Source: an optimization exercise on an open RTL-to-GDS flow (aim: small area). Production flows keep margins and buffers that such runs may drop. The RTL was checked by simulation tests, not by an equivalence proof against the original design. Power and IR drop assume default switching activity.

### design/flow/design.v
`timescale 1ns/1ps
package dma_rx_pkg;
   localparam int IN_DATA_W  = 64;
   localparam int OUT_DATA_W = 256;
   localparam int IN_STRB_W  = IN_DATA_W / 8;
   localparam int OUT_STRB_W = OUT_DATA_W / 8;
   localparam int LANES      = OUT_DATA_W / IN_DATA_W;   
   localparam int LANE_W     = $clog2(LANES);            
   localparam int USER_W     = 128;
   localparam int CNT_W    = 32;
   localparam int WB_ADR_W = 5;    
   localparam int WB_DAT_W = 32;
   typedef logic [IN_DATA_W-1:0]  in_data_t;
   typedef logic [OUT_DATA_W-1:0] out_data_t;
   typedef logic [IN_STRB_W-1:0]  in_strb_t;
   typedef logic [OUT_STRB_W-1:0] out_strb_t;
   typedef logic [USER_W-1:0]     user_t;
   typedef logic [CNT_W-1:0]      cnt_t;
   typedef logic [WB_ADR_W-1:0]   wb_adr_t;
   typedef logic [WB_DAT_W-1:0]   wb_dat_t;
   typedef enum logic [1:0] {
      PK_IDLE = 2'd0,    
      PK_FILL = 2'd1     
   } packer_state_t;
   typedef enum logic [2:0] {
      REG_PKT_OUT      = 3'd0,
      REG_WORD_OUT     = 3'd1,
      REG_PKT_IN       = 3'd2,
      REG_WORD_IN      = 3'd3,
      REG_ERR_IN       = 3'd4,
      REG_EXTRA_IN     = 3'd5,
      REG_PACKER_STATE = 3'd6,
      REG_CLEAR        = 3'd7
   } reg_index_t;
endpackage
`timescale 1ns/1ps
module beat_packer (
   input  logic                      M_AXIS_ACLK,
   input  logic                      reset_n,
   input  dma_rx_pkg::in_data_t      s_axis_tdata,
   input  dma_rx_pkg::in_strb_t      s_axis_tstrb,
   input  dma_rx_pkg::user_t         s_axis_tuser,
   input  logic                      s_axis_tlast,
   input  logic                      s_axis_tvalid,
   output logic                      s_axis_tready,
   output dma_rx_pkg::out_data_t     m_axis_tdata,
   output dma_rx_pkg::out_strb_t     m_axis_tstrb,
   output dma_rx_pkg::user_t         m_axis_tuser,
   output logic                      m_axis_tlast,
   output logic                      m_axis_tvalid,
   input  logic                      m_axis_tready,
   output logic                      beat_acc,
   output logic                      pkt_open       
);
   logic [dma_rx_pkg::LANE_W-1:0] lane;           
   logic [dma_rx_pkg::LANES-1:0]  wr;             
   logic [dma_rx_pkg::LANES-1:0]  hold;           
   logic                          word_done;
   assign s_axis_tready = !m_axis_tvalid || m_axis_tready;
   assign beat_acc      = s_axis_tvalid && s_axis_tready;
   assign word_done     = (lane == dma_rx_pkg::LANE_W'(dma_rx_pkg::LANES - 1)) || s_axis_tlast;
   assign m_axis_tlast = !pkt_open;
   always_comb begin
      for (int i = 0; i < dma_rx_pkg::LANES; i++) begin
         wr[i]   = beat_acc && (lane == dma_rx_pkg::LANE_W'(i));
         hold[i] = !(wr[i] || wr[0]);
      end
   end
   always_ff @(posedge M_AXIS_ACLK) begin
      if (!reset_n) begin
         pkt_open      <= 1'b0;
         lane          <= '0;
         m_axis_tvalid <= 1'b0;
      end else begin
         m_axis_tvalid <= (beat_acc && word_done) || (m_axis_tvalid && !m_axis_tready);
         if (beat_acc) begin
            pkt_open <= !s_axis_tlast;
            lane     <= word_done ? '0 : lane + 1'b1;
         end
      end
   end
   always_ff @(posedge M_AXIS_ACLK) begin
      for (int i = 0; i < dma_rx_pkg::LANES; i++) begin
         m_axis_tdata[i*dma_rx_pkg::IN_DATA_W +: dma_rx_pkg::IN_DATA_W] <=
            (s_axis_tdata & {dma_rx_pkg::IN_DATA_W{wr[i]}}) |
            (m_axis_tdata[i*dma_rx_pkg::IN_DATA_W +: dma_rx_pkg::IN_DATA_W] &
             {dma_rx_pkg::IN_DATA_W{hold[i]}});
         m_axis_tstrb[i*dma_rx_pkg::IN_STRB_W +: dma_rx_pkg::IN_STRB_W] <=
            (s_axis_tstrb & {dma_rx_pkg::IN_STRB_W{wr[i]}}) |
            (m_axis_tstrb[i*dma_rx_pkg::IN_STRB_W +: dma_rx_pkg::IN_STRB_W] &
             {dma_rx_pkg::IN_STRB_W{hold[i]}});
      end
      m_axis_tuser <= (s_axis_tuser & {dma_rx_pkg::USER_W{beat_acc && !pkt_open}}) |
                      (m_axis_tuser & {dma_rx_pkg::USER_W{!(beat_acc && !pkt_open)}});
   end
endmodule
`timescale 1ns/1ps
module traffic_counters (
   input  logic                 M_AXIS_ACLK,
   input  logic                 reset_n,
   input  logic                 clear,
   input  logic [5:0]           load,        
   input  dma_rx_pkg::cnt_t     load_val,
   input  dma_rx_pkg::in_data_t s_axis_tdata,
   input  dma_rx_pkg::in_strb_t s_axis_tstrb,
   input  logic                 s_axis_tlast,
   input  logic                 beat_acc,
   input  logic                 m_axis_tlast,
   input  logic                 m_axis_tvalid,
   input  logic                 m_axis_tready,
   output dma_rx_pkg::cnt_t     pkt_out,
   output dma_rx_pkg::cnt_t     word_out,
   output dma_rx_pkg::cnt_t     pkt_in,
   output dma_rx_pkg::cnt_t     word_in,
   output dma_rx_pkg::cnt_t     err_in,
   output dma_rx_pkg::cnt_t     extra_in
);
   logic [5:0] ev_inc;      
   logic       ev_zero;     
   logic [5:0] inc;
   logic       out_xfer;
   logic [5:0] ld;
   assign out_xfer = m_axis_tvalid && m_axis_tready;
   assign inc[0] = out_xfer && m_axis_tlast;
   assign inc[1] = out_xfer;
   assign inc[2] = beat_acc && s_axis_tlast;
   assign inc[3] = beat_acc && (s_axis_tlast || (&s_axis_tstrb));
   assign inc[4] = beat_acc && (s_axis_tdata == '0);
   assign inc[5] = beat_acc && !s_axis_tlast;
   assign ld = load | {6{!reset_n || clear}};
   always_ff @(posedge M_AXIS_ACLK) begin
      for (int k = 0; k < 6; k++) ev_inc[k] <= inc[k] && !ld[k];
      ev_zero <= inc[2] && !ld[5];
   end
   dma_rx_pkg::cnt_t ld_val;
   assign ld_val = (!reset_n || clear) ? '0 : load_val;
   function automatic dma_rx_pkg::cnt_t incr(input dma_rx_pkg::cnt_t c, input logic e);
      logic carry;
      carry = e;
      for (int i = 0; i < dma_rx_pkg::CNT_W; i++) begin
         incr[i] = c[i] ^ carry;
         carry   = carry & c[i];
      end
   endfunction
   always_ff @(posedge M_AXIS_ACLK) begin
      pkt_out  <= ld[0] ? ld_val : incr(pkt_out,  ev_inc[0]);
      word_out <= ld[1] ? ld_val : incr(word_out, ev_inc[1]);
      pkt_in   <= ld[2] ? ld_val : incr(pkt_in,   ev_inc[2]);
      word_in  <= ld[3] ? ld_val : incr(word_in,  ev_inc[3]);
      err_in   <= ld[4] ? ld_val : incr(err_in,   ev_inc[4]);
      extra_in <= ld[5] ? ld_val : ev_zero ? '0 : incr(extra_in, ev_inc[5]);
   end
endmodule
`timescale 1ns/1ps
module wb_stat_regs (
   input  logic                      M_AXIS_ACLK,
   input  logic                      reset_n,
   input  logic                      wb_cyc,
   input  logic                      wb_stb,
   input  logic                      wb_we,
   input  dma_rx_pkg::wb_adr_t       wb_adr,
   input  dma_rx_pkg::wb_dat_t       wb_dat_w,
   output logic                      wb_ack,
   output dma_rx_pkg::wb_dat_t       wb_dat_r,
   input  dma_rx_pkg::cnt_t          pkt_out,
   input  dma_rx_pkg::cnt_t          word_out,
   input  dma_rx_pkg::cnt_t          pkt_in,
   input  dma_rx_pkg::cnt_t          word_in,
   input  dma_rx_pkg::cnt_t          err_in,
   input  dma_rx_pkg::cnt_t          extra_in,
   input  logic                      pkt_open,
   output logic                      clear,
   output logic [5:0]                load,
   output dma_rx_pkg::wb_dat_t       load_val
);
   dma_rx_pkg::reg_index_t reg_idx;
   dma_rx_pkg::reg_index_t idx_q;       
   logic                   open_q;      
   logic                   req;
   assign req     = wb_cyc && wb_stb && !wb_ack;
   assign reg_idx = dma_rx_pkg::reg_index_t'(wb_adr[dma_rx_pkg::WB_ADR_W-1:2]);
   assign clear   = req && wb_we && (reg_idx == dma_rx_pkg::REG_CLEAR);
   always_comb begin
      load = '0;
      if (req && wb_we && (int'(reg_idx) < 6)) load[reg_idx] = 1'b1;
   end
   assign load_val = wb_dat_w;
   always_ff @(posedge M_AXIS_ACLK) begin
      wb_ack <= reset_n && req;
      idx_q  <= reg_idx;
      open_q <= pkt_open;
   end
   always_comb begin
      case (idx_q)
         dma_rx_pkg::REG_PKT_OUT:      wb_dat_r = pkt_out;
         dma_rx_pkg::REG_WORD_OUT:     wb_dat_r = word_out;
         dma_rx_pkg::REG_PKT_IN:       wb_dat_r = pkt_in;
         dma_rx_pkg::REG_WORD_IN:      wb_dat_r = word_in;
         dma_rx_pkg::REG_ERR_IN:       wb_dat_r = err_in;
         dma_rx_pkg::REG_EXTRA_IN:     wb_dat_r = extra_in;
         dma_rx_pkg::REG_PACKER_STATE: wb_dat_r = dma_rx_pkg::wb_dat_t'(open_q);
         default:                      wb_dat_r = '0;
      endcase
   end
endmodule
`timescale 1ns/1ps
module dma_rx_path (
   input  logic                    M_AXIS_ACLK,
   input  logic                    reset_n,
   input  dma_rx_pkg::in_data_t    s_axis_tdata,
   input  dma_rx_pkg::in_strb_t    s_axis_tstrb,
   input  dma_rx_pkg::user_t       s_axis_tuser,
   input  logic                    s_axis_tlast,
   input  logic                    s_axis_tvalid,
   output logic                    s_axis_tready,
   output dma_rx_pkg::out_data_t   m_axis_tdata,
   output dma_rx_pkg::out_strb_t   m_axis_tstrb,
   output dma_rx_pkg::user_t       m_axis_tuser,
   output logic                    m_axis_tlast,
   output logic                    m_axis_tvalid,
   input  logic                    m_axis_tready,
   input  logic                    wb_cyc,
   input  logic                    wb_stb,
   input  logic                    wb_we,
   input  dma_rx_pkg::wb_adr_t     wb_adr,
   input  dma_rx_pkg::wb_dat_t     wb_dat_w,
   output logic                    wb_ack,
   output dma_rx_pkg::wb_dat_t     wb_dat_r
);
   logic             pkt_open;
   logic             beat_acc;
   dma_rx_pkg::cnt_t pkt_out;
   dma_rx_pkg::cnt_t word_out;
   dma_rx_pkg::cnt_t pkt_in;
   dma_rx_pkg::cnt_t word_in;
   dma_rx_pkg::cnt_t err_in;
   dma_rx_pkg::cnt_t extra_in;
   logic             clear;       
   logic [5:0]       load;        
   dma_rx_pkg::cnt_t load_val;
   beat_packer packer0 (
      .M_AXIS_ACLK   (M_AXIS_ACLK),
      .reset_n       (reset_n),
      .s_axis_tdata  (s_axis_tdata),
      .s_axis_tstrb  (s_axis_tstrb),
      .s_axis_tuser  (s_axis_tuser),
      .s_axis_tlast  (s_axis_tlast),
      .s_axis_tvalid (s_axis_tvalid),
      .s_axis_tready (s_axis_tready),
      .m_axis_tdata  (m_axis_tdata),
      .m_axis_tstrb  (m_axis_tstrb),
      .m_axis_tuser  (m_axis_tuser),
      .m_axis_tlast  (m_axis_tlast),
      .m_axis_tvalid (m_axis_tvalid),
      .m_axis_tready (m_axis_tready),
      .beat_acc      (beat_acc),
      .pkt_open      (pkt_open)
   );
   traffic_counters counters0 (
      .M_AXIS_ACLK   (M_AXIS_ACLK),
      .reset_n       (reset_n),
      .clear         (clear),
      .load          (load),
      .load_val      (load_val),
      .s_axis_tdata  (s_axis_tdata),
      .s_axis_tstrb  (s_axis_tstrb),
      .s_axis_tlast  (s_axis_tlast),
      .beat_acc      (beat_acc),
      .m_axis_tlast  (m_axis_tlast),
      .m_axis_tvalid (m_axis_tvalid),
      .m_axis_tready (m_axis_tready),
      .pkt_out       (pkt_out),
      .word_out      (word_out),
      .pkt_in        (pkt_in),
      .word_in       (word_in),
      .err_in        (err_in),
      .extra_in      (extra_in)
   );
   wb_stat_regs regs0 (
      .M_AXIS_ACLK  (M_AXIS_ACLK),
      .reset_n      (reset_n),
      .wb_cyc       (wb_cyc),
      .wb_stb       (wb_stb),
      .wb_we        (wb_we),
      .wb_adr       (wb_adr),
      .wb_dat_w     (wb_dat_w),
      .wb_ack       (wb_ack),
      .wb_dat_r     (wb_dat_r),
      .pkt_out      (pkt_out),
      .word_out     (word_out),
      .pkt_in       (pkt_in),
      .word_in      (word_in),
      .err_in       (err_in),
      .extra_in     (extra_in),
      .pkt_open     (pkt_open),
      .clear        (clear),
      .load         (load),
      .load_val     (load_val)
   );
endmodule
### design/flow/constraint.sdc
create_clock -name core_clock -period 5.0 [get_ports {M_AXIS_ACLK}]
set_input_delay 1.0000 -clock core_clock [delete_from_list [all_inputs] [get_ports {M_AXIS_ACLK}]]
set_output_delay 1.0000 -clock core_clock [all_outputs]
set_load 0.01 [all_outputs]
### design/flow/flow/remap.abc
&get -n
&st
&dc2
&dch -f
&nf -a -R 1000
&put
### design/flow/config.mk
export PLATFORM = sky130hd
export DESIGN_NAME = dma_rx_path
export DESIGN_NICKNAME = dma_rx_path
export VERILOG_FILES = /design/flow/design.v
export SDC_FILE = /design/flow/constraint.sdc
export NUM_CORES = 4
export LEC_CHECK = 0
export CAP_MARGIN = 20
export CORE_MARGIN = 2
export CORE_UTILIZATION = 40
export PLACE_DENSITY = 0.75
export SLEW_MARGIN = 20
### design/flow/standard.sh
#!/bin/bash
# synth_recipe.tcl (not shown) runs the flow's synth.tcl, then flattens the netlist and writes it again
# the make line also repeats each setting of config.mk as NAME=value (left out here)
make -C /OpenROAD-flow-scripts/flow DESIGN_CONFIG=/design/flow/config.mk WORK_HOME=/design/flow/orfs CLKGATE_MAP_FILE= SYNTH_SCRIPT=/design/flow/synth_recipe.tcl "${@:-finish}"
### design/flow/flow/remap.ys
# Re-maps the combinational cells of the standard synthesis netlist for area.
# The flip-flops (and tie cells) are kept as they are: same instances, names and cell types.
read_liberty -ignore_miss_func -ignore_miss_dir {LIB}
read_verilog {IN}
hierarchy -top dma_rx_path
setattr -mod -set blackbox 1 sky130_fd_sc_hd__edfxtp_1 sky130_fd_sc_hd__dfxtp_1
flatten
rename -hide w:_*_.*
opt_clean -purge
abc -script {SCRIPT} -liberty {LIB} -dont_use sky130_fd_sc_hd__probe_p_8 -dont_use sky130_fd_sc_hd__probec_p_8 -dont_use sky130_fd_sc_hd__lpflow_*
read_liberty -lib -ignore_redef {LIB}
splitnets
opt_clean -purge
hilomap -singleton -hicell sky130_fd_sc_hd__conb_1 HI -locell sky130_fd_sc_hd__conb_1 LO
insbuf -buf sky130_fd_sc_hd__buf_4 A X
check -assert
stat -liberty {LIB}
write_verilog -noattr -nohex -nodec {OUT}
### design/flow/flow/run.sh
#!/bin/bash
# Layout flow: the standard ORFS flow, with three area changes.
#  1. After the standard synthesis, the combinational cells are mapped again by ABC with an
#     area-oriented script (remap.ys, remap.abc). Flip-flops keep their instances, names
#     and cell types; only the logic between them is re-mapped.
#  2. Port buffers use the smallest buffer cell.
#  3. The clock tree uses clkbuf_8 buffers in clusters of up to 16 sinks, and no dummy
#     balancing loads.
# Each tool's output goes to its own log file in this folder.
set -euo pipefail
R=orfs/results/sky130hd/dma_rx_path/base
LIB=$FLOW_HOME/platforms/sky130hd/lib/sky130_fd_sc_hd__tt_025C_1v80.lib
YOSYS=$(command -v yosys || echo /OpenROAD-flow-scripts/tools/install/yosys/bin/yosys)

export BUFFER_PORTS_ARGS="-buffer_cell sky130_fd_sc_hd__buf_1"
export CTS_ARGS="-sink_clustering_enable -repair_clock_nets -dont_use_dummy_load -buf_list {sky130_fd_sc_hd__clkbuf_8} -sink_clustering_size 16 -sink_clustering_max_diameter 60"

bash standard.sh synth > synth.log 2>&1
cp $R/1_2_yosys.v synth_standard.v

sed -e "s#{LIB}#$LIB#g" -e "s#{IN}#synth_standard.v#" -e "s#{SCRIPT}#$PWD/flow/remap.abc#" \
    -e "s#{OUT}#synth_remapped.v#" flow/remap.ys > remap_run.ys
$YOSYS -s remap_run.ys > remap.log 2>&1

cp synth_remapped.v $R/1_2_yosys.v
rm -f $R/1_synth.odb $R/1_synth.sdc
bash standard.sh > standard.log 2>&1
==> results.toml, run 1 <==
[run_status]
status = "complete, no violations"

[clock_network]
cts_made_buffers = 49
clk_pin_slew_ps = 100
cts_buffer_depth = 3
cts_tree = "built"
cts_hold_buf = 0
cts_setup_buffers = 0
cts-root-buf = "clkbuf_8"
htreeDepth = 2
clk_latency_ps = 680
clock_sinks = 624

[routing]
drtIter0Drc = 1751
via_count = 18500
drtAntennaViolNets = 0
routedWlPerCell_um = 24.3
vias_per_cell = 5.88
wirelength_um = 76500
drc = 0
drtPass1Iterations = 8

[die]
rows = 84
start_util_pct = 40.6
dieArea_um2 = 55400
die_h_um = 235
ios = 697
core_um2 = 52800
die_w_um = 235

[worst_setup_path]
cpMostUsedCell = "and3_1"
cp_top_family = "simple AND/OR/NAND/NOR gates"
cp.arrival_ps = 5250
r2r_end = "counters0.extra_in[31]$_DFF_P_"
crit_type = "reg -> reg"
max_stage_delay_ps = 350
reg2reg_from = "counters0.ev_inc[5]$_DFF_P_"
worstPathCellList = "and3_1 > and3_2 > and4_1 > and2_2 > and3_1 > and3_1 > and3_1 > and3_1 > and2_1 > and3_1 > and2_1 > and3_1 > and2_0 > and3_1 > and2_1 > and3_1 > and2_1 > and3_1 > buf_4 > o21ai_0 > o21ai_0"
r2r_slack_ps = 260
cp_slowest_cell = "dfxtp_1"
endpoint_kind = "flop"
critical_path.max_fanout = 5
cp_num_buf_inv = 1
cp.required_ps = 5510
cp-start-kind = "flop"
rr_worst_depth = 21

[synth]
synth_warnings = 3
synth_fp_nets = 1892
avgSynthCellArea_um2 = 13.0
mappedNetlistArea_um2 = 21400
synthCells = 1647

[timing]
hold_violations = 0
rsz0062_at_grt = "no"
slew_headroom_pct = 35.2
finalMaxSlewViolations = 0
setup-tns-final_ps = 0
setup_viol = 0
fmax_mhz = 211
finClkSkew_ps = 98.3
min_period_over_period_pct = 94.8
worst_pin_slew_ps = 972
finalCriticalPeriod_ps = 4740

[min_path]
worstHoldEndpoint = "regs0.open_q$_DFF_P_"
whs_path_depth = 0
hold_path_class = "reg -> reg"
worstHoldStart = "packer0.pkt_open$_SDFFE_PN0P_"

[placement]
dpl.hpwl_um = 55300
routabilityCongestion = 0.922
io_buffer_count = 694

[global_route]
grt_start_max_net_pins = 129
track_usage_pct = 26.2
grt_pass1_vias = 18000
grt_overflow = 0
antenna_found_initial = 22
grt_pass1_wl_um = 112000

[run]
cap_violations = 0

[pwr]
vdd_ir_drop_max_uv = 254
power_leakage_nw = 9.36
power_density_nw_per_um2 = 344

[layout]
area_growth_pct = 22.3
finalNetCount = 2691
drive_above_1_share_pct = 5.93
final_util_pct = 49.6
-- placed cells by master (no fill, tap or decap), types with 39 or more instances in the layout --
| cell type | instances |
|---|---|
| buf_1 | 694 |
| dfxtp_1 | 424 |
| a22o_1 | 216 |
| edfxtp_1 | 200 |
| nand2_1 | 111 |
| a21oi_1 | 91 |
| o21ai_0 | 81 |
| o32ai_1 | 75 |
| a22oi_1 | 63 |
| a222oi_1 | 62 |
| buf_4 | 52 |
| clkbuf_8 | 49 |
| nor2_1 | 46 |
| xnor2_1 | 46 |
| and3_1 | 39 |
-- per-stage QoR --
step / area [um^2] / cells / hold slack, ps / total power, mW / worst slack, ps
3_5_place_dp: 25400 / 3083 / 429 / 6.67 / 57.4
2_1_floorplan: 21400 / 1647 / 400 / 6.16 / 10.9
6_report: 26200 / 3151 / 444 / 9.01 / 260
3_3_place_gp: 25400 / 3083 / 429 / 6.65 / 228
4_1_cts: 26000 / 3132 / 442 / 9.04 / 55.5
5_1_grt: 26200 / 3148 / 455 / 9.29 / 4.96
-- routing by layer --
| layer | vias up | routed length (um) | global-route usage (%) |
|---|---|---|---|
| met2 | 1130 | 36000 | 42.9 |
| met1 | 8978 | 27400 | 29.8 |
| met5 | - | 17 | 0 |
| met4 | 2 | 5690 | 18.7 |
| met3 | 231 | 7460 | 6.70 |
| li1 | 8185 | - | - |
-- power breakdown --
part | switching [mW] | internal, mW
Sequential | 0.133 | 5.50
Clock | 1.57 | 0.874
Combinational | 0.655 | 0.279
Total | 2.35 | 6.66
-- worst reg2reg max path, delay by kind of cell, from the launching register on --
kind	cells	cell delay, ps
AND/OR/NAND/NOR	18	3870
flip-flops	1	350
AO/OA/AOI/OAI	2	230
buffers and inverters	1	140
-- worst max path at each step --
stage / end / slack (ps) / start / depth (start not counted)
floorplan: packer0.lane[1]$_SDFFE_PN0P_ / 10 / m_axis_tready / 7
global placement: counters0.pkt_out[31]$_DFF_P_ / 230 / counters0.pkt_out[0]$_DFF_P_ / 21
detailed placement: counters0.pkt_out[31]$_DFF_P_ / 60 / counters0.pkt_out[0]$_DFF_P_ / 21
CTS: counters0.word_out[31]$_DFF_P_ / 60 / counters0.word_out[0]$_DFF_P_ / 20
global route: counters0.pkt_out[31]$_DFF_P_ / 5 / counters0.pkt_out[0]$_DFF_P_ / 21
finish: counters0.extra_in[31]$_DFF_P_ / 260 / counters0.ev_inc[5]$_DFF_P_ / 21
-- layout make-up --
class	count	area, um^2
Fill cell	4675	26600
Sequential cell	624	14500
Multi-Input combinational cell	1004	6980
Timing Repair Buffer	748	3040
Tap cell	688	861
Clock buffer	49	674
Inverter	19	71.3
Antenna cell	19	47.5
-- what timing repair did --
| item | CTS | global route |
|---|---|---|
| pin swaps | 0 | 0 |
| endpoints found under the hold margin | 0 | 0 |
| endpoints found under the setup margin | 1 | 24 |
| resized for setup | 1 | 46 |
==> inputs of run 2 (changes only) <==
--- a/design/flow/flow/run.sh
+++ b/design/flow/flow/run.sh
@@ -14,4 +14,5 @@
 
 export BUFFER_PORTS_ARGS="-buffer_cell sky130_fd_sc_hd__buf_1"
+export RECOVER_POWER=100
 export CTS_ARGS="-sink_clustering_enable -repair_clock_nets -dont_use_dummy_load -buf_list {sky130_fd_sc_hd__clkbuf_8} -sink_clustering_size 16 -sink_clustering_max_diameter 60"
 
--- a/design/flow/config.mk
+++ b/design/flow/config.mk
@@ -9,4 +9,3 @@
 export CORE_MARGIN = 2
 export CORE_UTILIZATION = 40
-export PLACE_DENSITY = 0.75
 export SLEW_MARGIN = 20
==> results.toml, run 2 <==
[run_status]
status = "complete, but fails checks"
violatedChecks = "capacitance limit, slew limit"

[timing]
finClkSkew_ps = 62.7
setup-tns-final_ps = 0
worst_hold_slack_ps = 439
fmax_mhz = 210
setup_viol = 0
finalMaxSlewViolations = 386
worst_pin_slew_ps = 3070
min_period_over_period_pct = 95.0
hold_violations = 0
rsz0062_at_grt = "no"
finalCriticalPeriod_ps = 4750
slew_headroom_pct = -105

[die]
rows = 84
die_w_um = 235
ios = 697
dieArea_um2 = 55400
core_um2 = 52800
start_util_pct = 40.6
die_h_um = 235

[global_route]
grt_use_met3_pct = 7.96
grt_overflow = 0
grt_pass1_wl_um = 117000
antenna_found_initial = 24
use_met1_pct = 34.0
track_usage_pct = 28.3
grt_pass1_vias = 17100
top_usage_layer = "met2"
grt_start_max_net_pins = 76
globalRouteMet2Util_pct = 48.2

[clock_network]
cts_tree = "built"
cts_buffer_depth = 3
cts_made_buffers = 48
htreeDepth = 2
cts-root-buf = "clkbuf_8"
clock_sinks = 624
clk_latency_ps = 670
clk_pin_slew_ps = 100

[min_path]
whs_path_depth = 0
worstHoldEndpoint = "regs0.open_q$_DFF_P_"
hold_path_class = "reg -> reg"
worstHoldStart = "packer0.pkt_open$_SDFFE_PN0P_"

[synth]
mappedNetlistArea_um2 = 21400
synth_warnings = 3
avgSynthCellArea_um2 = 13.0
synth_fp_nets = 1892
synthCells = 1647

[placement]
dpl.hpwl_um = 60200
io_buffer_count = 694
routabilityCongestion = 0.921
placed_area_um2 = 25400

[worst_setup_path]
cp.arrival_ps = 5280
crit_type = "reg -> reg"
r2r_slack_ps = 250
critical_path.max_fanout = 5
cp.required_ps = 5530
r2r_end = "counters0.word_in[29]$_DFF_P_"
cp-start-kind = "flop"
rr_worst_depth = 21
endpoint_kind = "flop"
reg2reg_from = "counters0.ev_inc[3]$_DFF_P_"

[pwr]
vdd_ir_drop_max_uv = 224
power_density_nw_per_um2 = 346
power_leakage_nw = 9.32
fin_total_pwr_mw = 9.03

[routing]
vias_per_cell = 5.79
drtPass1Iterations = 9
via_count = 18300
drtIter0Drc = 1858
drtAntennaViolNets = 0
drc = 0
wirelength_um = 82400
routedWlPerCell_um = 26.2

[layout]
final_util_pct = 49.4
area_growth_pct = 21.8
final_area_um2 = 26100
finalNetCount = 2694
drive_above_1_share_pct = 5.52
final_common_cell = "buf_1"
mostFrequentLayoutCells = "buf_1, dfxtp_1, a22o_1"

[run]
cap_violations = 6
[run 2: layer usage]
metal  vias up  part of all wire [%]
met5         -                 0.059
met4         8                   3.9
met3       149                   9.6
met2       965                    49
met1      8917                    38
li1       8212                     -
[run 2: area by class of cell]
class / count / area, um^2
clock buffers: 48 / 661
diodes: 17 / 42.5
well taps: 688 / 861
repair buffers: 752 / 3000
multi-input cells: 1004 / 6940
fillers: 4941 / 26700
flip-flops and latches: 624 / 14500
inverters: 19 / 71.3
[run 2: per-stage QoR]
stage / instances / setup slack, ps
final: 3152 / 248
after global routing: 3146 / 10.4
after CTS: 3135 / 18.4
after detailed placement: 3087 / 42.0
after global placement: 3087 / 206
after floorplan: 1647 / 10.9
[run 2: repair_timing]
action                     in CTS  in global routing
resized for setup               1                 41
pin swaps                       0                  0
setup endpoints to repair       1                 25
buffers inserted                0                  0
hold buffers                    0                  0
gates cloned                    0                  0
[run 2: worst max path at each step]
stage | slack (ps) | depth (start not counted) | startpoint | end
after floorplan | 10 | 7 | m_axis_tready | packer0.lane[1]$_SDFFE_PN0P_
after global placement | 210 | 22 | counters0.ev_inc[3]$_DFF_P_ | counters0.word_in[31]$_DFF_P_
after detailed placement | 40 | 22 | counters0.ev_inc[3]$_DFF_P_ | counters0.word_in[30]$_DFF_P_
after CTS | 20 | 20 | counters0.pkt_in[0]$_DFF_P_ | counters0.pkt_in[31]$_DFF_P_
after global routing | 10 | 22 | counters0.ev_inc[3]$_DFF_P_ | counters0.word_in[30]$_DFF_P_
final | 250 | 21 | counters0.ev_inc[3]$_DFF_P_ | counters0.word_in[29]$_DFF_P_
[run 2: worst max-delay path, cell delays in order, from the launching register on]
cell and delay [ps]:
dfxtp_1 330, and3_1 220, and3_1 230, and2_2 240, and3_4 200, and3_1 190
and3_2 250, and3_1 210, and2_0 180, and3_1 220, and2_1 200, and3_1 210
and2_2 230, and3_4 200, and2_2 220, and3_1 220, and2_0 180, and3_4 200
and3_1 190, buf_4 130, buf_4 120, o32ai_1 240
[run 2: power breakdown]
group          internal [mW]  switching, mW  leakage [nW]
Clock                  0.860           1.59         0.345
Combinational          0.270          0.669          3.63
Sequential              5.51          0.133          5.35
==> inputs of run 3 (changes only) <==
--- a/design/flow/flow/run.sh
+++ b/design/flow/flow/run.sh
@@ -14,5 +14,4 @@
 
 export BUFFER_PORTS_ARGS="-buffer_cell sky130_fd_sc_hd__buf_1"
-export RECOVER_POWER=100
 export CTS_ARGS="-sink_clustering_enable -repair_clock_nets -dont_use_dummy_load -buf_list {sky130_fd_sc_hd__clkbuf_8} -sink_clustering_size 16 -sink_clustering_max_diameter 60"
 
==> results.toml, run 3 <==
[run_status]
status = "complete, no violations"

[layout]
finalNetCount = 2694
final_common_cell = "buf_1"
area_growth_pct = 22.2
mostFrequentLayoutCells = "buf_1, dfxtp_1, a22o_1"
fillers = 4928
drive_above_1_share_pct = 5.97
final_util_pct = 49.5
final_area_um2 = 26100

[clock_network]
clk_pin_slew_ps = 100
clock_sinks = 624
cts_tree = "built"
cts_made_buffers = 48
cts-root-buf = "clkbuf_8"
cts_buffer_depth = 3
clk_latency_ps = 670
htreeDepth = 2

[pwr]
swShare_pct = 26.5
power_density_nw_per_um2 = 346
internal_power_mw = 6.64
p_comb_share_pct = 10.5
power_leakage_nw = 9.35
vdd_ir_drop_max_uv = 223
clockPowerShare_pct = 27.1
p_sw_mw = 2.39
power_frac_seq_pct = 62.4

[placement]
placed_area_um2 = 25400
routabilityCongestion = 0.921
post-place-ws_ps = 42.0
dpl.hpwl_um = 60200
io_buffer_count = 694

[run]
cap_violations = 0

[timing]
finalCriticalPeriod_ps = 4750
timing.final.ws_setup_ps = 251
slew_headroom_pct = 28.4
rsz0062_at_grt = "no"
hold_violations = 0
setup_viol = 0
worst_pin_slew_ps = 1070
finalMaxSlewViolations = 0
min_period_over_period_pct = 95.0
fmax_mhz = 211
worst_hold_slack_ps = 467
finClkSkew_ps = 66.3
setup-tns-final_ps = 0

[die]
dieArea_um2 = 55400
rows = 84
die_h_um = 235
ios = 697
start_util_pct = 40.6
core_um2 = 52800
die_w_um = 235

[global_route]
grt_overflow = 0
grt_pass1_wl_um = 117000
track_usage_pct = 28.3
grt_start_max_net_pins = 76
grt_pass1_vias = 17100
antenna_found_initial = 24

[routing]
vias_per_cell = 5.80
routedWlPerCell_um = 26.2
via_count = 18300
wirelength_um = 82600
drtAntennaViolNets = 0
drtIter0Drc = 1943
drtPass1Iterations = 11
drc = 0

[worst_setup_path]
cp_slowest_cell = "dfxtp_1"
cp.arrival_ps = 5290
critical_path.max_fanout = 5
crit_type = "reg -> reg"
cp_num_buf_inv = 2
worstPathCellList = "and3_2 > and3_1 > and2_2 > and3_4 > and3_1 > and3_2 > and3_1 > and2_0 > and3_1 > and2_1 > and3_1 > and2_2 > and3_4 > and2_2 > and3_1 > and2_0 > and3_4 > and3_1 > buf_4 > buf_4 > o32ai_1"
max_stage_delay_ps = 340
cp_top_family = "simple AND/OR/NAND/NOR gates"
cpMostUsedCell = "and3_1"
r2r_slack_ps = 250
path_depth = 21
crit_start = "counters0.ev_inc[3]$_DFF_P_"
cp.required_ps = 5540
rr_worst_depth = 21
cp-start-kind = "flop"
r2r_end = "counters0.word_in[29]$_DFF_P_"
crit_path_end = "counters0.word_in[29]$_DFF_P_"
endpoint_kind = "flop"
reg2reg_from = "counters0.ev_inc[3]$_DFF_P_"

[synth]
avgSynthCellArea_um2 = 13.0
synth_fp_nets = 1892
mappedNetlistArea_um2 = 21400
synth_warnings = 3
synthCells = 1647

[min_path]
hold_path_class = "reg -> reg"
run 3: routing by layer:
metal  vias up  wire length [um]  GRT usage [%]
li1       8201                 -              -
met1      8931             31200           34.0
met2       977             40100           48.2
met3       155              8050           7.96
met4         8              3190           10.7
met5         -                49              0
run 3: worst min-delay path by stage:
stage,start,endpoint,cells after the start
after floorplan,packer0.pkt_open$_SDFFE_PN0P_,regs0.open_q$_DFF_P_,0
after global placement,packer0.pkt_open$_SDFFE_PN0P_,regs0.open_q$_DFF_P_,0
after detailed placement,packer0.pkt_open$_SDFFE_PN0P_,regs0.open_q$_DFF_P_,0
after CTS,s_axis_tuser[10],flop,1
after global routing,s_axis_tuser[70],flop,1
final,packer0.pkt_open$_SDFFE_PN0P_,regs0.open_q$_DFF_P_,0
run 3: power groups by stage:
stage / clock network (mW) / logic (mW) / registers [mW]
2_1_floorplan: 0 / 0.327 / 5.84
3_3_place_gp: 0 / 0.939 / 5.74
3_5_place_dp: 0 / 0.947 / 5.74
4_1_cts: 2.51 / 0.949 / 5.64
5_1_grt: 2.67 / 1.01 / 5.66
6_report: 2.45 / 0.947 / 5.64
run 3: repair_timing:
item / in CTS / in global routing
setup endpoints to repair: 1 / 25
hold buffers: 0 / 0
hold endpoints to repair: 0 / 0
buffers inserted: 0 / 0
resized for setup: 1 / 41
run 3: area by class of cell:
class	count	area [um^2]	area share [%]
sequential	624	14500	55.4
clock buffer	48	661	2.53
multi-input combinational	1004	6970	26.7
antenna	16	40.0	0.153
tap	688	861	3.29
inverter	19	71.3	0.273
timing repair buffer	752	3040	11.6
run 3: stage by stage:
| step | cells | power, mW |
|---|---|---|
| after floorplan | 1647 | 6.16 |
| after global placement | 3087 | 6.68 |
| after detailed placement | 3087 | 6.69 |
| after CTS | 3135 | 9.09 |
| after global routing | 3146 | 9.34 |
| final | 3151 | 9.04 |
==> inputs of run 4 (changes only) <==
--- a/design/flow/flow/run.sh
+++ b/design/flow/flow/run.sh
@@ -25,3 +25,5 @@
 cp synth_remapped.v $R/1_2_yosys.v
 rm -f $R/1_synth.odb $R/1_synth.sdc
+# Repair buffers from the small buffer cells only
+export DONT_USE_CELLS="sky130_fd_sc_hd__buf_4 sky130_fd_sc_hd__buf_6 sky130_fd_sc_hd__buf_8 sky130_fd_sc_hd__buf_12 sky130_fd_sc_hd__buf_16"
 bash standard.sh > standard.log 2>&1
==> results.toml, run 4 <==
[synth]
mappedNetlistArea_um2 = 21400
synth_warnings = 3
synth_fp_nets = 1892
avgSynthCellArea_um2 = 13.0
synthCells = 1647

[routing]
drtAntennaViolNets = 0
wirelength_um = 82600
routedWlPerCell_um = 26.2
drtIter0Drc = 1943
via_count = 18300
vias_per_cell = 5.80
drc = 0
drtPass1Iterations = 11

[clock_network]
cts_hold_buf = 0
cts_tree = "built"
cts_buffer_depth = 3
cts_made_buffers = 48
clock_sinks = 624
cts-root-buf = "clkbuf_8"
htreeDepth = 2
clk_latency_ps = 670
clk_pin_slew_ps = 100
cts_setup_buffers = 0

[die]
die_w_um = 235
ios = 697
rows = 84
core_um2 = 52800
start_util_pct = 40.6
dieArea_um2 = 55400
die_h_um = 235

[layout]
final_util_pct = 49.5
drive_above_1_share_pct = 5.97
area_growth_pct = 22.2
final_common_cell = "buf_1"
mostFrequentLayoutCells = "buf_1, dfxtp_1, a22o_1"
fillers = 4928
final_area_um2 = 26100
finalNetCount = 2694

[timing]
hold_violations = 0
finalMaxSlewViolations = 0
finClkSkew_ps = 66.3
min_period_over_period_pct = 95.0
worst_pin_slew_ps = 1070
setup-tns-final_ps = 0
finalCriticalPeriod_ps = 4750
rsz0062_at_grt = "no"
setup_viol = 0
fmax_mhz = 211
slew_headroom_pct = 28.4

[global_route]
track_usage_pct = 28.3
grt_pass1_vias = 17100
antenna_found_initial = 24
grt_start_max_net_pins = 76
grt_overflow = 0
grt_pass1_wl_um = 117000

[worst_setup_path]
cp-start-kind = "flop"
worstPathCellList = "and3_2 > and3_1 > and2_2 > and3_4 > and3_1 > and3_2 > and3_1 > and2_0 > and3_1 > and2_1 > and3_1 > and2_2 > and3_4 > and2_2 > and3_1 > and2_0 > and3_4 > and3_1 > buf_4 > buf_4 > o32ai_1"
cp.arrival_ps = 5290
endpoint_kind = "flop"
cp_slowest_cell = "dfxtp_1"
crit_type = "reg -> reg"
cp_num_buf_inv = 2
critical_path.max_fanout = 5
max_stage_delay_ps = 340
cpMostUsedCell = "and3_1"
cp_top_family = "simple AND/OR/NAND/NOR gates"
cp.required_ps = 5540

[run]
cap_violations = 0

[placement]
placed_area_um2 = 25400
dpl.hpwl_um = 60200
io_buffer_count = 694
routabilityCongestion = 0.921

[pwr]
p_sw_mw = 2.39
power_leakage_nw = 9.35
p_comb_share_pct = 10.5
power_frac_seq_pct = 62.4
internal_power_mw = 6.64
swShare_pct = 26.5
fin_total_pwr_mw = 9.04
power_density_nw_per_um2 = 346
clockPowerShare_pct = 27.1
vdd_ir_drop_max_uv = 223

[min_path]
hold_path_class = "reg -> reg"

[run_status]
status = "complete, no violations"
[run 4: worst paths after layout]
kind                                   endpoint  depth (start not counted)  slack, ps                     startpoint
setup / recovery  counters0.word_in[29]$_DFF_P_                         21        250    counters0.ev_inc[3]$_DFF_P_
hold / removal             regs0.open_q$_DFF_P_                          0        470  packer0.pkt_open$_SDFFE_PN0P_
setup reg to reg  counters0.word_in[29]$_DFF_P_                         21        250    counters0.ev_inc[3]$_DFF_P_
hold reg to reg            regs0.open_q$_DFF_P_                          0        470  packer0.pkt_open$_SDFFE_PN0P_
[run 4: repair_timing]
item,4_1_cts,5_1_grt
resized for setup,1,41
setup endpoints to repair,1,25
gates cloned,0,0
[run 4: stage by stage]
| stage | hold WS [ps] | setup WS, ps | cells |
|---|---|---|---|
| after detailed placement | 443 | 42.0 | 3087 |
| after global routing | 455 | 10.8 | 3146 |
| final | 467 | 251 | 3151 |
| after floorplan | 400 | 10.9 | 1647 |
| after global placement | 445 | 206 | 3087 |
| after CTS | 433 | 18.4 | 3135 |
[run 4: worst reg2reg max path: cells and delay by family (launching register included)]
| family | cells | cell delay [ps] |
|---|---|---|
| and+or+nand+nor | 18 | 3800 |
| AOI/OAI and AO/OA | 1 | 240 |
| DFF | 1 | 340 |
| buffers and inverters | 2 | 250 |
[run 4: power groups by stage]
stage                     Sequential, mW  Clock, mW  Combinational [mW]
final                               5.64       2.45               0.947
after global routing                5.66       2.67                1.01
after CTS                           5.64       2.51               0.949
after detailed placement            5.74          0               0.947
after global placement              5.74          0               0.939
after floorplan                     5.84          0               0.327
[run 4: routing by layer]
layer	global-route usage, %	share of wire [%]	vias up	wire length, um
met2	48.2	49	977	40100
li1	-	-	8201	-
met3	7.96	9.7	155	8050
met5	0	0.059	-	49
met1	34.0	38	8931	31200
met4	10.7	3.9	8	3190
[run 4: layout make-up]
cell class                 instances  area, um^2  share of cell area [%]
inverter                          19        71.3                   0.273
tap                              688         861                    3.29
antenna                           16        40.0                   0.153
multi-input combinational       1004        6970                    26.7
clock buffer                      48         661                    2.53
sequential                       624       14500                    55.4
timing repair buffer             752        3040                    11.6
==> inputs of run 5 (changes only) <==
--- a/design/flow/flow/run.sh
+++ b/design/flow/flow/run.sh
@@ -14,5 +14,5 @@
 
 export BUFFER_PORTS_ARGS="-buffer_cell sky130_fd_sc_hd__buf_1"
-export CTS_ARGS="-sink_clustering_enable -repair_clock_nets -dont_use_dummy_load -buf_list {sky130_fd_sc_hd__clkbuf_8} -sink_clustering_size 16 -sink_clustering_max_diameter 60"
+export CTS_ARGS="-sink_clustering_enable -repair_clock_nets -dont_use_dummy_load -buf_list {sky130_fd_sc_hd__clkbuf_8} -sink_clustering_size 16 -sink_clustering_max_diameter 100"
 
 bash standard.sh synth > synth.log 2>&1
@@ -25,5 +25,3 @@
 cp synth_remapped.v $R/1_2_yosys.v
 rm -f $R/1_synth.odb $R/1_synth.sdc
-# Repair buffers from the small buffer cells only
-export DONT_USE_CELLS="sky130_fd_sc_hd__buf_4 sky130_fd_sc_hd__buf_6 sky130_fd_sc_hd__buf_8 sky130_fd_sc_hd__buf_12 sky130_fd_sc_hd__buf_16"
 bash standard.sh > standard.log 2>&1
==> results.toml, run 5 <==
[clock_network]
cts_setup_buffers = 0
cts-root-buf = "clkbuf_8"
htreeDepth = 2
clock_sinks = 624
cts_buffer_depth = 3
clk_pin_slew_ps = 100
cts_tree = "built"
clk_latency_ps = 680
cts_made_buffers = 45

[global_route]
track_usage_pct = 28.3
grt_pass1_wl_um = 118000
antenna_found_initial = 23
use_met1_pct = 34.0
grt_start_max_net_pins = 76
globalRouteMet2Util_pct = 48.3
grt_pass1_vias = 17100
top_usage_layer = "met2"
grt_overflow = 0
grt_use_met3_pct = 8.01

[min_path]
hold_path_class = "reg -> reg"

[worst_setup_path]
cp-start-kind = "flop"
cpMostUsedCell = "and3_1"
cp.arrival_ps = 5250
endpoint_kind = "flop"
worstPathCellList = "and3_2 > and3_4 > and2_2 > and3_4 > and3_1 > and3_2 > and3_1 > and2_0 > and3_1 > and2_1 > and3_1 > and2_2 > and3_4 > and2_2 > and3_1 > and2_0 > and3_4 > and3_1 > buf_4 > buf_4 > o32ai_1"
crit_type = "reg -> reg"
max_stage_delay_ps = 340
cp_slowest_cell = "dfxtp_1"
r2r_slack_ps = 290
cp.required_ps = 5530
critical_path.max_fanout = 5

[timing]
slew_headroom_pct = 30.5
hold_violations = 0
finalCriticalPeriod_ps = 4710
fmax_mhz = 212
timing.final.ws_setup_ps = 288
finClkSkew_ps = 55.9
worst_pin_slew_ps = 1040
setup_viol = 0
finalMaxSlewViolations = 0
min_period_over_period_pct = 94.2
rsz0062_at_grt = "no"
setup-tns-final_ps = 0

[die]
ios = 697
die_h_um = 235
rows = 84
start_util_pct = 40.6
die_w_um = 235
core_um2 = 52800
dieArea_um2 = 55400

[synth]
synth_fp_nets = 1892
synthCells = 1647
synth_warnings = 3
mappedNetlistArea_um2 = 21400
avgSynthCellArea_um2 = 13.0

[pwr]
clockPowerShare_pct = 26.7
vdd_ir_drop_max_uv = 243
p_sw_mw = 2.39
power_density_nw_per_um2 = 344
power_frac_seq_pct = 62.8
swShare_pct = 26.6
internal_power_mw = 6.59
p_comb_share_pct = 10.5
power_leakage_nw = 9.33

[routing]
drtAntennaViolNets = 0
wirelength_um = 82400
via_count = 18200
routedWlPerCell_um = 26.2
drc = 0
vias_per_cell = 5.77
drtIter0Drc = 2014
drtPass1Iterations = 7

[placement]
dpl.hpwl_um = 60200
io_buffer_count = 694
routabilityCongestion = 0.921
post-place-ws_ps = 42.0

[layout]
fillers = 4921
finalNetCount = 2691
final_util_pct = 49.5
register_area_um2 = 14500
drive_above_1_share_pct = 5.93
mostFrequentLayoutCells = "buf_1, dfxtp_1, a22o_1"
area_growth_pct = 22.0
multiInputGateArea_um2 = 6980
final_common_cell = "buf_1"

[run]
cap_violations = 0

[run_status]
status = "complete, no violations"
## run 5: changes by cell type in the layout (fill, tap and decap cells not counted)
cell / delta
clkbuf_8: -3
and3_4: +1
and2_2: +1
and2_1: -1
and3_1: -1
diode_2: +1
## run 5: final cells by class
cell class,count,share of cell area [%]
Antenna cell,17,0.163
Clock buffer,45,2.37
Inverter,19,0.273
Multi-Input combinational cell,1004,26.7
Sequential cell,624,55.5
Tap cell,688,3.30
Timing Repair Buffer,752,11.6
## run 5: stage by stage
stage               cells  power [mW]  hold slack (ps)  cell area [um^2]
floorplan            1647        6.16              400             21400
global placement     3087        6.68              445             25400
detailed placement   3087        6.69              443             25400
CTS                  3132        9.04              455             26000
global route         3141        9.29              470             26100
finish               3149        8.98              452             26100
## run 5: path summary, 6_finish.rpt
check / start / endpoint / cells after the start
max: counters0.ev_inc[3]$_DFF_P_ / counters0.word_in[29]$_DFF_P_ / 21
min: packer0.pkt_open$_SDFFE_PN0P_ / regs0.open_q$_DFF_P_ / 0
max reg2reg: counters0.ev_inc[3]$_DFF_P_ / counters0.word_in[29]$_DFF_P_ / 21
min reg2reg: packer0.pkt_open$_SDFFE_PN0P_ / regs0.open_q$_DFF_P_ / 0
## run 5: routing by layer
metal  vias to the layer above  part of all wire [%]
li1                       8204                     -
met1                      8846                    37
met2                       964                    48
met3                       138                    10
met4                         4                   3.8
met5                         -                 0.035
## run 5: what timing repair did
item | CTS | global route
endpoints found under the setup margin | 2 | 26
gates resized for setup | 1 | 43
endpoints found under the hold margin | 0 | 0
hold buffers | 0 | 0
## run 5: critical path, delay by kind of cell, from the launching register on
| family | cells | cell delay, ps |
|---|---|---|
| buffers and inverters | 2 | 250 |
| flip-flops | 1 | 340 |
| AO/OA/AOI/OAI | 1 | 240 |
| AND/OR/NAND/NOR | 18 | 3760 |
## run 5: power by group through the flow
stage | sequential [mW] | clock, mW | combinational, mW
after CTS | 5.64 | 2.46 | 0.949
after detailed placement | 5.74 | 0 | 0.947
after global placement | 5.74 | 0 | 0.939
after global routing | 5.66 | 2.62 | 1.01
after floorplan | 5.84 | 0 | 0.327
final | 5.64 | 2.39 | 0.947

## port drivers added, routing unchanged
The results above use ideal ports. As a check the final layouts listed here were re-extracted and re-timed, cells and wires unchanged.
Step 1: set_driving_cell puts a clkbuf_16 on M_AXIS_ACLK and a buf_2 on each other input, an assumption about the parent block.
Step 2 moves the port delays by t, midway between the first and last clock arrival at a register: inputs arrive t later, outputs are due t later. That takes back most of the time a late clock gives input paths.
Three values: ideal ports, drivers, drivers and shift; two values: the first two.
| run | t (ns) | slack for setup (ns) | worst setup path at the end |
|---|---|---|---|
| run 1 | 0.696 | 0.260 / 0.260 / 0.260 | register to register |
| run 2 | 0.693 | 0.248 / 0.248 / -0.117 | input to register |
| run 3 | 0.700 | 0.251 / 0.251 / 0.251 | register to register |
| run 4 | 0.700 | 0.251 / 0.251 / 0.251 | register to register |
| run 5 | 0.706 | 0.288 / 0.288 / 0.288 | register to register |
For run 2, which loses most, drivers alone change the setup slack by 0.000 ns; drivers and shift together by -0.365 ns.
